Background: an optimization exercise with open tools, aiming at a short achievable clock period and few clock cycles. Do not read the settings as production practice. No activity file was given, so power comes from the tool's default toggle rates.

==> inputs of run G <==
==> flow/design.v (excerpt) <==
module lc3b_pipeline
#(
    parameter logic [15:0] RESET_PC = 16'h0000
)
(
    input  logic        clk,
    input  logic        rst,
    output logic        imem_read,
    output logic [15:0] imem_address,
    input  logic        imem_resp,
    input  logic [15:0] imem_rdata,
    output logic        dmem_read,
    output logic        dmem_write,
    output logic [15:0] dmem_address,
    output logic [15:0] dmem_wdata,
    output logic [1:0]  dmem_byte_enable,
    input  logic        dmem_resp,
    input  logic [15:0] dmem_rdata
);
export LEC_CHECK = 0
export ABC_CLOCK_PERIOD_IN_PS = 2000
export CAP_MARGIN = 20
export CORE_MARGIN = 2
export CORE_UTILIZATION = 40
export SETUP_SLACK_MARGIN = 2.5
export SLEW_MARGIN = 20
export SYNTH_HIERARCHICAL = 1
export SYNTH_MINIMUM_KEEP_SIZE = 0
create_clock -name core_clock -period 4.5 [get_ports {clk}]
standard.sh (not shown) runs the stock make flow with config.mk's settings and CLKGATE_MAP_FILE= SYNTH_SCRIPT=/design/flow/synth_recipe.tcl, a recipe that flattens the netlist after the stock synthesis.
==> flow/flow/run.sh <==
#!/bin/bash
# Standard layout with these changes: ports buffered with buf_4 instead of the
# smallest buffer; the resizer free to change a cell's footprint; adders left
# to ABC as plain logic instead of full/half-adder cells; and a few slow
# gates (majority, and the 3x2 AND-OR-invert that comes in one size) kept out of the
# combinational logic, on top of the platform's own don't-use list.
set -euo pipefail
PLATFORM_DONT_USE="sky130_fd_sc_hd__probe_p_8 sky130_fd_sc_hd__probec_p_8 sky130_fd_sc_hd__lpflow_bleeder_1 sky130_fd_sc_hd__lpflow_clkbufkapwr_1 sky130_fd_sc_hd__lpflow_clkbufkapwr_16 sky130_fd_sc_hd__lpflow_clkbufkapwr_2 sky130_fd_sc_hd__lpflow_clkbufkapwr_4 sky130_fd_sc_hd__lpflow_clkbufkapwr_8 sky130_fd_sc_hd__lpflow_clkinvkapwr_1 sky130_fd_sc_hd__lpflow_clkinvkapwr_16 sky130_fd_sc_hd__lpflow_clkinvkapwr_2 sky130_fd_sc_hd__lpflow_clkinvkapwr_4 sky130_fd_sc_hd__lpflow_clkinvkapwr_8 sky130_fd_sc_hd__lpflow_decapkapwr_12 sky130_fd_sc_hd__lpflow_decapkapwr_3 sky130_fd_sc_hd__lpflow_decapkapwr_4 sky130_fd_sc_hd__lpflow_decapkapwr_6 sky130_fd_sc_hd__lpflow_decapkapwr_8 sky130_fd_sc_hd__lpflow_inputiso0n_1 sky130_fd_sc_hd__lpflow_inputiso0p_1 sky130_fd_sc_hd__lpflow_inputiso1n_1 sky130_fd_sc_hd__lpflow_inputiso1p_1 sky130_fd_sc_hd__lpflow_inputisolatch_1 sky130_fd_sc_hd__lpflow_isobufsrc_1 sky130_fd_sc_hd__lpflow_isobufsrc_16 sky130_fd_sc_hd__lpflow_isobufsrc_2 sky130_fd_sc_hd__lpflow_isobufsrc_4 sky130_fd_sc_hd__lpflow_isobufsrc_8 sky130_fd_sc_hd__lpflow_isobufsrckapwr_16 sky130_fd_sc_hd__lpflow_lsbuf_lh_hl_isowell_tap_1 sky130_fd_sc_hd__lpflow_lsbuf_lh_hl_isowell_tap_2 sky130_fd_sc_hd__lpflow_lsbuf_lh_hl_isowell_tap_4 sky130_fd_sc_hd__lpflow_lsbuf_lh_isowell_4 sky130_fd_sc_hd__lpflow_lsbuf_lh_isowell_tap_1 sky130_fd_sc_hd__lpflow_lsbuf_lh_isowell_tap_2 sky130_fd_sc_hd__lpflow_lsbuf_lh_isowell_tap_4"
SLOW="sky130_fd_sc_hd__maj3_1 sky130_fd_sc_hd__maj3_2 sky130_fd_sc_hd__maj3_4 sky130_fd_sc_hd__a222oi_1"
bash standard.sh "BUFFER_PORTS_ARGS=-buffer_cell sky130_fd_sc_hd__buf_4" MATCH_CELL_FOOTPRINT=0 ADDER_MAP_FILE= \
    "DONT_USE_CELLS=$PLATFORM_DONT_USE $SLOW" finish > make_finish.log 2>&1
==> run C: changes against run G <==
--- a/flow/design.v
+++ b/flow/design.v
@@ -17,94 +17,12 @@
         alu_add,
         alu_and,
         alu_not,
         alu_pass
     } lc3b_aluop;
 endpackage
-module lc3b_carry9
-(
-    input  logic [8:0] a,
-    input  logic [8:0] b,
-    output logic [9:0] cy
-);
-    logic [8:0] g [5];
-    logic [8:0] p [5];
-    assign g[0] = (a & b) | {8'd0, a[0] | b[0]};
-    assign p[0] = a | b;
-    for (genvar l = 1; l < 5; l++)
-    begin : level
-        for (genvar i = 0; i < 9; i++)
-        begin : bit_
-            if (i >= (1 << (l - 1)))
-            begin : merge
-                assign g[l][i] = g[l-1][i] | (p[l-1][i] & g[l-1][i - (1 << (l - 1))]);
-                assign p[l][i] = p[l-1][i] & p[l-1][i - (1 << (l - 1))];
-            end
-            else
-            begin : pass
-                assign g[l][i] = g[l-1][i];
-                assign p[l][i] = p[l-1][i];
-            end
-        end
-    end
-    assign cy = {g[4], 1'b1};
-endmodule
-module lc3b_alu
-(
-    input  logic [15:0] op_a,      
-    input  logic [15:0] op_b,
-    input  logic        e_add,
-    input  logic        e_and,
-    input  logic        e_not,
-    input  logic        fa_d,      
-    input  logic        fb_d,
-    input  logic [15:0] r1,        
-    input  logic [15:0] b_d,
-    input  logic [2:0]  nzp,       
-    output logic [15:0] alu,
-    output logic [15:0] a_d,
-    output logic [15:0] b_dn,
-    output logic        z_e,
-    output logic        p_e,
-    output logic        tk_alu
-);
-    logic [15:0] g [5];
-    logic [15:0] p [5];
-    logic [15:0] cy, t, oth, x0, x1, tz, cz;
-    assign g[0] = op_a & op_b;
-    assign p[0] = op_a | op_b;
-    for (genvar l = 1; l < 5; l++)
-    begin : level
-        for (genvar i = 0; i < 16; i++)
-        begin : bit_
-            if (i >= (1 << (l - 1)))
-            begin : merge
-                assign g[l][i] = g[l-1][i] | (p[l-1][i] & g[l-1][i - (1 << (l - 1))]);
-                assign p[l][i] = p[l-1][i] & p[l-1][i - (1 << (l - 1))];
-            end
-            else
-            begin : pass
-                assign g[l][i] = g[l-1][i];
-                assign p[l][i] = p[l-1][i];
-            end
-        end
-    end
-    assign cy   = {g[4][14:0], 1'b0};
-    assign t    = op_a ^ op_b;
-    assign oth  = e_and ? (op_a & op_b) : ~op_a;
-    assign x0   = e_add ? t : oth;
-    assign x1   = e_add ? ~t : oth;
-    assign alu  = (cy & x1) | (~cy & x0);
-    assign tz   = op_a ^ op_b;
-    assign cz   = {op_a[14:0] | op_b[14:0], 1'b0};
-    assign z_e  = (e_add & ~|(tz ^ cz)) | (e_and & ~|(op_a & op_b)) | (e_not & (&op_a));
-    assign p_e  = ~alu[15] & ~z_e;
-    assign a_d    = fa_d ? alu : r1;
-    assign b_dn   = fb_d ? alu : b_d;
-    assign tk_alu = alu[15] ? nzp[2] : z_e ? nzp[1] : nzp[0];
-endmodule
 module lc3b_pipeline
 #(
     parameter logic [15:0] RESET_PC = 16'h0000
 )
 (
     input  logic        clk,
@@ -179,12 +97,13 @@
     endfunction
     logic [15:0] pc_f;
     logic        ird;
     logic        d_v;
     logic [15:0] d_ir;
     logic [15:0] d_pc, d_pcn;
+    logic [7:0]  d_oh1, d_oh2, d_oh3;    
     logic [15:0] d_tgt;
     logic [8:0]  d_tlo;
     logic        d_c9, d_xr, d_cross;
     logic [5:0]  hi_inc, hi_dec;
     logic [15:0] d_imm;
     logic        d_add, d_and, d_not, d_ld, d_st, d_byte, d_br, d_wen, d_use1, d_use2, d_pred;
@@ -215,19 +134,31 @@
     assign dmem_wdata       = m_wdata;
     assign dmem_byte_enable = m_be;
     assign stall_m = (m_load | m_store) & ~dmem_resp;
     assign ld_data = !m_byte ? dmem_rdata :
                      m_addr_sh[0] ? {8'h00, dmem_rdata[15:8]} : {8'h00, dmem_rdata[7:0]};
     assign m_val   = m_load ? ld_data : m_res;
-    logic [15:0] op_a, op_b, alu, sd;
+    logic [15:0] op_a, op_b, cy, t, oth, x0, x1, alu, sd;
     logic        z_e;
     logic        e_redirect;
     assign op_a = e_a;
     assign op_b = e_b;
+    assign cy   = carries(op_a, op_b);
+    assign t    = op_a ^ op_b;
+    assign oth  = e_and ? (op_a & op_b) : ~op_a;
+    assign x0   = e_add ? t : oth;
+    assign x1   = e_add ? ~t : oth;
+    assign alu  = (cy & x1) | (~cy & x0);
+    assign z_e  = (e_add & sum_zero(op_a, op_b)) | (e_and & ~|(op_a & op_b)) | (e_not & (&op_a));
     assign sd   = e_fsd ? ld_data : e_sd;
     assign e_redirect = e_tk ? e_brn : e_brt;
+    function automatic logic [15:0] rd_oh(input logic [7:0] oh);
+        rd_oh = 16'h0000;
+        for (int k = 0; k < 8; k++)
+            rd_oh = rd_oh | (rf[k] & {16{oh[k]}});
+    endfunction
     logic [2:0]  s1, s2, s3, dd;
     logic [15:0] r1, r3, ra1, ra2, ra3, b_d;
     logic        d_redirect;
     logic        wl1, wl2, wl3, fa_d, fb_d, fsd_d;
     logic [15:0] a_d, b_dn;
     logic        lu_stall, d_go, d_free, d_lu, lu_f;
@@ -235,72 +166,74 @@
     assign s2 = d_ir[2:0];
     assign s3 = d_ir[11:9];
     assign dd = d_ir[11:9];
     assign wl1 = m_load & (m_dest == s1);
     assign wl2 = m_load & (m_dest == s2);
     assign wl3 = m_load & (m_dest == s3);
-    assign ra1 = (m_wen && m_dest == s1) ? m_res : rf[s1];
-    assign ra2 = (m_wen && m_dest == s2) ? m_res : rf[s2];
-    assign ra3 = (m_wen && m_dest == s3) ? m_res : rf[s3];
+    assign ra1 = (m_wen && m_dest == s1) ? m_res : rd_oh(d_oh1);
+    assign ra2 = (m_wen && m_dest == s2) ? m_res : rd_oh(d_oh2);
+    assign ra3 = (m_wen && m_dest == s3) ? m_res : rd_oh(d_oh3);
     assign r1  = wl1 ? ld_data : ra1;
     assign r3  = wl3 ? ld_data : ra3;
     assign b_d = (d_use2 & wl2) ? ld_data : d_use2 ? ra2 : d_imm;
     assign hi_inc = inc6(d_pc[15:10]);
     assign hi_dec = dec6(d_pc[15:10]);
     assign d_tgt  = {~d_xr ? d_pc[15:10] : d_c9 ? hi_inc : hi_dec, d_tlo, d_pc[0]};
     assign tk_old = ~m_wen ? |(d_ir[11:9] & cc) :
                     m_load ? |(d_ir[11:9] & flags(ld_data)) : |(d_ir[11:9] & {m_res[15], m_z, m_p});
+    assign tk_alu = alu[15] ? d_ir[11] : z_e ? d_ir[10] : d_ir[9];
     assign tk_d   = e_wen ? tk_alu : tk_old;
     assign d_redirect = d_v & d_cross & ~e_redirect;
     assign fa_d   = e_wen & (e_dest == s1);
     assign fb_d   = d_use2 & e_wen & (e_dest == s2);
     assign fsd_d  = e_wen & (e_dest == s3);
+    assign a_d    = (cy & (fa_d ? x1 : r1))  | (~cy & (fa_d ? x0 : r1));
+    assign b_dn   = (cy & (fb_d ? x1 : b_d)) | (~cy & (fb_d ? x0 : b_d));
     assign lu_stall = d_lu;
     assign d_go     = d_v & ~lu_stall;
     assign d_free   = ~d_v | d_go;
-    logic        p_e;
-    lc3b_alu u_alu
-    (
-        .op_a, .op_b, .e_add, .e_and, .e_not, .fa_d, .fb_d, .r1, .b_d,
-        .nzp(d_ir[11:9]), .alu, .a_d, .b_dn, .z_e, .p_e, .tk_alu
-    );
     logic [3:0]  f_op;
     logic [15:0] pcn_f, f_next;
     logic [8:0]  t_f;
     logic [9:0]  cy_f;
     logic        cross_f;
     logic [8:0]  lo0_f, lo1_f;
+    logic [15:0] pcq0, pcq1, pc_n;
     logic [15:0] pc_alt, pc_replay;
     logic        pred_f, f_take0, f_take;
     assign imem_read    = ird;
     assign imem_address = pc_f;
     assign f_op         = imem_rdata[15:12];
     assign pcn_f        = pc_f + 16'd2;
-    lc3b_carry9 u_cy_f (.a(pc_f[9:1]), .b(imem_rdata[8:0]), .cy(cy_f));
+    assign cy_f         = carries_ci9(pc_f[9:1], imem_rdata[8:0]);
     assign t_f          = pc_f[9:1] ^ imem_rdata[8:0];
     assign cross_f      = cy_f[9] ^ imem_rdata[8];
     assign lo0_f        = pred_f ? t_f : pcn_f[9:1];
     assign lo1_f        = pred_f ? ~t_f : pcn_f[9:1];
     assign f_next       = {pred_f ? pc_f[15:10] : pcn_f[15:10],
                            (cy_f[8:0] & lo1_f) | (~cy_f[8:0] & lo0_f), pc_f[0]};
+    assign pcq0 = rst ? RESET_PC : stall_m ? pc_replay : e_redirect ? e_alt :
+                  f_take0 ? {f_next[15:10], lo0_f, f_next[0]} : pc_alt;
+    assign pcq1 = rst ? RESET_PC : stall_m ? pc_replay : e_redirect ? e_alt :
+                  f_take0 ? {f_next[15:10], lo1_f, f_next[0]} : pc_alt;
+    assign pc_n = {pcq0[15:10], (cy_f[8:0] & pcq1[9:1]) | (~cy_f[8:0] & pcq0[9:1]), pcq0[0]};
     assign pc_alt       = d_redirect ? d_tgt : pc_f;
     assign pc_replay    = e_v ? e_pc : d_v ? d_pc : pc_f;
     assign pred_f       = (f_op == 4'b0000) & (imem_rdata[11:9] != 3'b000) &
                           (imem_rdata[8] | (imem_rdata[11:9] == 3'b111));
     assign f_take0      = imem_resp & d_free & ~d_redirect;
     assign f_take       = f_take0 & ~e_redirect;
     always_ff @(posedge clk)
     begin
+        pc_f <= pc_n;
         if (rst)
         begin
-            pc_f <= RESET_PC;
             d_v  <= 1'b0;
         end
         else
         begin
-            pc_f <= stall_m ? pc_replay : e_redirect ? e_alt : f_take0 ? f_next : pc_alt;
             if (stall_m)
                 d_v <= 1'b0;
             else if (d_free | e_redirect)
                 d_v <= f_take;
         end
     end
@@ -322,12 +255,15 @@
     end
     always_ff @(posedge clk)
     begin
         if (d_free)
         begin
             d_ir   <= imem_rdata;
+            d_oh1  <= 8'd1 << imem_rdata[8:6];
+            d_oh2  <= 8'd1 << imem_rdata[2:0];
+            d_oh3  <= 8'd1 << imem_rdata[11:9];
             d_pc   <= pc_f;
             d_pcn  <= pcn_f;
             d_tlo  <= t_f ^ cy_f[8:0];
             d_c9   <= cy_f[9];
             d_xr   <= cross_f;
             d_cross <= pred_f & cross_f;
@@ -444,13 +380,13 @@
         end
     end
     always_ff @(posedge clk)
     begin
         m_res <= alu;
         m_z   <= z_e;
-        m_p   <= p_e;
+        m_p   <= ~alu[15] & ~z_e;
     end
     always_ff @(posedge clk)
     begin
         if (rst)
         begin
             for (int i = 0; i < 8; i++)
--- a/flow/config.mk
+++ b/flow/config.mk
@@ -8,8 +8,6 @@
 export ABC_CLOCK_PERIOD_IN_PS = 2000
 export CAP_MARGIN = 20
 export CORE_MARGIN = 2
 export CORE_UTILIZATION = 40
 export SETUP_SLACK_MARGIN = 2.5
 export SLEW_MARGIN = 20
-export SYNTH_HIERARCHICAL = 1
-export SYNTH_MINIMUM_KEEP_SIZE = 0
==> run B: changes against run G <==
--- a/flow/design.v
+++ b/flow/design.v
@@ -17,94 +17,12 @@
         alu_add,
         alu_and,
         alu_not,
         alu_pass
     } lc3b_aluop;
 endpackage
-module lc3b_carry9
-(
-    input  logic [8:0] a,
-    input  logic [8:0] b,
-    output logic [9:0] cy
-);
-    logic [8:0] g [5];
-    logic [8:0] p [5];
-    assign g[0] = (a & b) | {8'd0, a[0] | b[0]};
-    assign p[0] = a | b;
-    for (genvar l = 1; l < 5; l++)
-    begin : level
-        for (genvar i = 0; i < 9; i++)
-        begin : bit_
-            if (i >= (1 << (l - 1)))
-            begin : merge
-                assign g[l][i] = g[l-1][i] | (p[l-1][i] & g[l-1][i - (1 << (l - 1))]);
-                assign p[l][i] = p[l-1][i] & p[l-1][i - (1 << (l - 1))];
-            end
-            else
-            begin : pass
-                assign g[l][i] = g[l-1][i];
-                assign p[l][i] = p[l-1][i];
-            end
-        end
-    end
-    assign cy = {g[4], 1'b1};
-endmodule
-module lc3b_alu
-(
-    input  logic [15:0] op_a,      
-    input  logic [15:0] op_b,
-    input  logic        e_add,
-    input  logic        e_and,
-    input  logic        e_not,
-    input  logic        fa_d,      
-    input  logic        fb_d,
-    input  logic [15:0] r1,        
-    input  logic [15:0] b_d,
-    input  logic [2:0]  nzp,       
-    output logic [15:0] alu,
-    output logic [15:0] a_d,
-    output logic [15:0] b_dn,
-    output logic        z_e,
-    output logic        p_e,
-    output logic        tk_alu
-);
-    logic [15:0] g [5];
-    logic [15:0] p [5];
-    logic [15:0] cy, t, oth, x0, x1, tz, cz;
-    assign g[0] = op_a & op_b;
-    assign p[0] = op_a | op_b;
-    for (genvar l = 1; l < 5; l++)
-    begin : level
-        for (genvar i = 0; i < 16; i++)
-        begin : bit_
-            if (i >= (1 << (l - 1)))
-            begin : merge
-                assign g[l][i] = g[l-1][i] | (p[l-1][i] & g[l-1][i - (1 << (l - 1))]);
-                assign p[l][i] = p[l-1][i] & p[l-1][i - (1 << (l - 1))];
-            end
-            else
-            begin : pass
-                assign g[l][i] = g[l-1][i];
-                assign p[l][i] = p[l-1][i];
-            end
-        end
-    end
-    assign cy   = {g[4][14:0], 1'b0};
-    assign t    = op_a ^ op_b;
-    assign oth  = e_and ? (op_a & op_b) : ~op_a;
-    assign x0   = e_add ? t : oth;
-    assign x1   = e_add ? ~t : oth;
-    assign alu  = (cy & x1) | (~cy & x0);
-    assign tz   = op_a ^ op_b;
-    assign cz   = {op_a[14:0] | op_b[14:0], 1'b0};
-    assign z_e  = (e_add & ~|(tz ^ cz)) | (e_and & ~|(op_a & op_b)) | (e_not & (&op_a));
-    assign p_e  = ~alu[15] & ~z_e;
-    assign a_d    = fa_d ? alu : r1;
-    assign b_dn   = fb_d ? alu : b_d;
-    assign tk_alu = alu[15] ? nzp[2] : z_e ? nzp[1] : nzp[0];
-endmodule
 module lc3b_pipeline
 #(
     parameter logic [15:0] RESET_PC = 16'h0000
 )
 (
     input  logic        clk,
@@ -194,20 +112,19 @@
     logic        e_fsd;
     logic        e_wen, e_load, e_store, e_byte, e_br, e_pred;
     logic [2:0]  e_dest;
     logic [2:0]  e_nzp;
     logic [15:0] e_alt, e_pc;
     logic        m_wen, m_load, m_store, m_byte, m_z, m_p, m_rd, m_wr;
-    logic        e_brt, e_brn, e_tk;
-    logic        tk_old, tk_alu, tk_d;
+    logic        e_brt, e_brn;
     logic [2:0]  m_dest;
     logic [15:0] m_res;
     logic [15:0] m_addr, m_addr_sh;
     logic [15:0] m_wdata, m_wdata_sh, wd_e;
     logic [1:0]  m_be, m_be_sh, be_e;
-    logic [7:0][15:0] rf;
+    logic [15:0] rf [8];
     logic [2:0]  cc;
     logic        stall_m;
     logic [15:0] ld_data;
     logic [15:0] m_val;
     assign dmem_read        = m_rd;
     assign dmem_write       = m_wr;
@@ -215,25 +132,35 @@
     assign dmem_wdata       = m_wdata;
     assign dmem_byte_enable = m_be;
     assign stall_m = (m_load | m_store) & ~dmem_resp;
     assign ld_data = !m_byte ? dmem_rdata :
                      m_addr_sh[0] ? {8'h00, dmem_rdata[15:8]} : {8'h00, dmem_rdata[7:0]};
     assign m_val   = m_load ? ld_data : m_res;
-    logic [15:0] op_a, op_b, alu, sd;
+    logic [15:0] op_a, op_b, cy, t, oth, x0, x1, alu, sd;
     logic        z_e;
-    logic        e_redirect;
+    logic [2:0]  cc_e;
+    logic        taken_e, e_redirect;
     assign op_a = e_a;
     assign op_b = e_b;
+    assign cy   = carries(op_a, op_b);
+    assign t    = op_a ^ op_b;
+    assign oth  = e_and ? (op_a & op_b) : ~op_a;
+    assign x0   = e_add ? t : oth;
+    assign x1   = e_add ? ~t : oth;
+    assign alu  = (cy & x1) | (~cy & x0);
+    assign z_e  = (e_add & sum_zero(op_a, op_b)) | (e_and & ~|(op_a & op_b)) | (e_not & (&op_a));
     assign sd   = e_fsd ? ld_data : e_sd;
-    assign e_redirect = e_tk ? e_brn : e_brt;
+    assign cc_e       = m_wen ? {m_res[15], m_z, m_p} : cc;
+    assign taken_e    = |(e_nzp & cc_e);
+    assign e_redirect = taken_e ? e_brn : e_brt;
     logic [2:0]  s1, s2, s3, dd;
     logic [15:0] r1, r3, ra1, ra2, ra3, b_d;
     logic        d_redirect;
     logic        wl1, wl2, wl3, fa_d, fb_d, fsd_d;
     logic [15:0] a_d, b_dn;
-    logic        lu_stall, d_go, d_free, d_lu, lu_f;
+    logic        lu_stall, d_go, d_free;
     assign s1 = d_ir[8:6];
     assign s2 = d_ir[2:0];
     assign s3 = d_ir[11:9];
     assign dd = d_ir[11:9];
     assign wl1 = m_load & (m_dest == s1);
     assign wl2 = m_load & (m_dest == s2);
@@ -244,41 +171,34 @@
     assign r1  = wl1 ? ld_data : ra1;
     assign r3  = wl3 ? ld_data : ra3;
     assign b_d = (d_use2 & wl2) ? ld_data : d_use2 ? ra2 : d_imm;
     assign hi_inc = inc6(d_pc[15:10]);
     assign hi_dec = dec6(d_pc[15:10]);
     assign d_tgt  = {~d_xr ? d_pc[15:10] : d_c9 ? hi_inc : hi_dec, d_tlo, d_pc[0]};
-    assign tk_old = ~m_wen ? |(d_ir[11:9] & cc) :
-                    m_load ? |(d_ir[11:9] & flags(ld_data)) : |(d_ir[11:9] & {m_res[15], m_z, m_p});
-    assign tk_d   = e_wen ? tk_alu : tk_old;
     assign d_redirect = d_v & d_cross & ~e_redirect;
     assign fa_d   = e_wen & (e_dest == s1);
     assign fb_d   = d_use2 & e_wen & (e_dest == s2);
     assign fsd_d  = e_wen & (e_dest == s3);
-    assign lu_stall = d_lu;
+    assign a_d    = fa_d ? alu : r1;
+    assign b_dn   = fb_d ? alu : b_d;
+    assign lu_stall = e_load & ((d_use1 & (e_dest == s1)) | (d_use2 & (e_dest == s2)) | d_br);
     assign d_go     = d_v & ~lu_stall;
     assign d_free   = ~d_v | d_go;
-    logic        p_e;
-    lc3b_alu u_alu
-    (
-        .op_a, .op_b, .e_add, .e_and, .e_not, .fa_d, .fb_d, .r1, .b_d,
-        .nzp(d_ir[11:9]), .alu, .a_d, .b_dn, .z_e, .p_e, .tk_alu
-    );
     logic [3:0]  f_op;
     logic [15:0] pcn_f, f_next;
     logic [8:0]  t_f;
     logic [9:0]  cy_f;
     logic        cross_f;
     logic [8:0]  lo0_f, lo1_f;
     logic [15:0] pc_alt, pc_replay;
     logic        pred_f, f_take0, f_take;
     assign imem_read    = ird;
     assign imem_address = pc_f;
     assign f_op         = imem_rdata[15:12];
     assign pcn_f        = pc_f + 16'd2;
-    lc3b_carry9 u_cy_f (.a(pc_f[9:1]), .b(imem_rdata[8:0]), .cy(cy_f));
+    assign cy_f         = carries_ci9(pc_f[9:1], imem_rdata[8:0]);
     assign t_f          = pc_f[9:1] ^ imem_rdata[8:0];
     assign cross_f      = cy_f[9] ^ imem_rdata[8];
     assign lo0_f        = pred_f ? t_f : pcn_f[9:1];
     assign lo1_f        = pred_f ? ~t_f : pcn_f[9:1];
     assign f_next       = {pred_f ? pc_f[15:10] : pcn_f[15:10],
                            (cy_f[8:0] & lo1_f) | (~cy_f[8:0] & lo0_f), pc_f[0]};
@@ -305,24 +225,12 @@
         end
     end
     always_ff @(posedge clk)
     begin
         ird <= ~rst;
     end
-    assign lu_f = d_ld & ~stall_m & d_go & ~e_redirect &
-                  ((((f_op == 4'b0001) | (f_op == 4'b0101) | (f_op == 4'b1001) | (f_op == 4'b0110) |
-                     (f_op == 4'b0010) | (f_op == 4'b0111) | (f_op == 4'b0011)) & (imem_rdata[8:6] == dd)) |
-                   (((f_op == 4'b0001) | (f_op == 4'b0101)) & ~imem_rdata[5] & (imem_rdata[2:0] == dd)) |
-                   (f_op == 4'b0000));
-    always_ff @(posedge clk)
-    begin
-        if (rst)
-            d_lu <= 1'b0;
-        else
-            d_lu <= d_free & lu_f;
-    end
     always_ff @(posedge clk)
     begin
         if (d_free)
         begin
             d_ir   <= imem_rdata;
             d_pc   <= pc_f;
@@ -388,13 +296,12 @@
         e_sd   <= fsd_d ? alu : r3;
         e_fsd  <= fsd_d & e_load;
         e_byte <= d_byte;
         e_dest <= dd;
         e_nzp  <= d_ir[11:9];
         e_pred <= d_pred;
-        e_tk   <= tk_d;
         e_alt  <= d_pred ? d_pcn : d_tgt;
         e_pc   <= d_pc;
     end
     always_ff @(posedge clk)
     begin
         if (rst)
@@ -444,13 +351,13 @@
         end
     end
     always_ff @(posedge clk)
     begin
         m_res <= alu;
         m_z   <= z_e;
-        m_p   <= p_e;
+        m_p   <= ~alu[15] & ~z_e;
     end
     always_ff @(posedge clk)
     begin
         if (rst)
         begin
             for (int i = 0; i < 8; i++)
--- a/flow/config.mk
+++ b/flow/config.mk
@@ -8,8 +8,6 @@
 export ABC_CLOCK_PERIOD_IN_PS = 2000
 export CAP_MARGIN = 20
 export CORE_MARGIN = 2
 export CORE_UTILIZATION = 40
 export SETUP_SLACK_MARGIN = 2.5
 export SLEW_MARGIN = 20
-export SYNTH_HIERARCHICAL = 1
-export SYNTH_MINIMUM_KEEP_SIZE = 0
==> qor summary <==
metric	run G	run B	run C
Floorplan die width	231 um	230 um	228 um
Synth Area in Compound Gates	16.4%	11.6%	23.0%
Non-clock inverter count	31	50	33
Data required time at the worst endpoint	4.94 ns	4.81 ns	4.99 ns
TritonCTS buffer count	44	42	45
Worst endpoint data arrival time	3.04 ns	2.90 ns	3.33 ns
Launch instance of the worst register-to-register path	e_a[9]	e_a[1]	e_b[5]
Proportion of synthesized area in mux cells	18.7%	17.9%	5.16%
Status	complete, no violations	complete, no violations	complete, no violations
Bufs w/o clock	304	324	328
Drt first-iter violations	2115	1634	2939
End of the worst register-to-register path	e_tk	m_addr_sh[8]	m_addr[15]
Net Switching	2.33 mW	2.80 mW	2.29 mW
No run of this note included a check of the RTL's function; only the layout flow was run.

-- re-timing with driven ports --
The flow's constraints put no driver on any port. The routed layouts listed below were extracted and timed again, unchanged, in two steps. Step 1, drivers: a clkbuf_16 drives clk and a buf_2 each remaining input, both assumed. Step 2, shift: input delay + t, output delay - t, t = (earliest + latest rising clock arrival at the registers) / 2. This alone moves slack from input paths to output paths. Slacks: ideal / step 1 / step 2; pairs: ideal / step 1.
| run | t, ns | setup WS [ns] | worst setup path after step 2 | latest minus earliest clock arrival (ns) | slew at the worst register clock pin (ns) |
|---|---|---|---|---|---|
| run G | 0.629 | 1.893 / 1.893 / 1.591 | input to register | 0.030 / 0.029 | 0.07 / 0.07 |
| run C | 0.654 | 1.663 / 1.663 / 1.444 | input to register | 0.028 / 0.028 | 0.07 / 0.07 |
| run B | 0.607 | 1.908 / 1.908 / 1.466 | input to register | 0.019 / 0.019 | 0.07 / 0.07 |
After both steps setup and hold are still met in every run listed. The setup slack of run B, which loses most, moves by 0.000 ns with the drivers and by -0.442 ns with both steps.
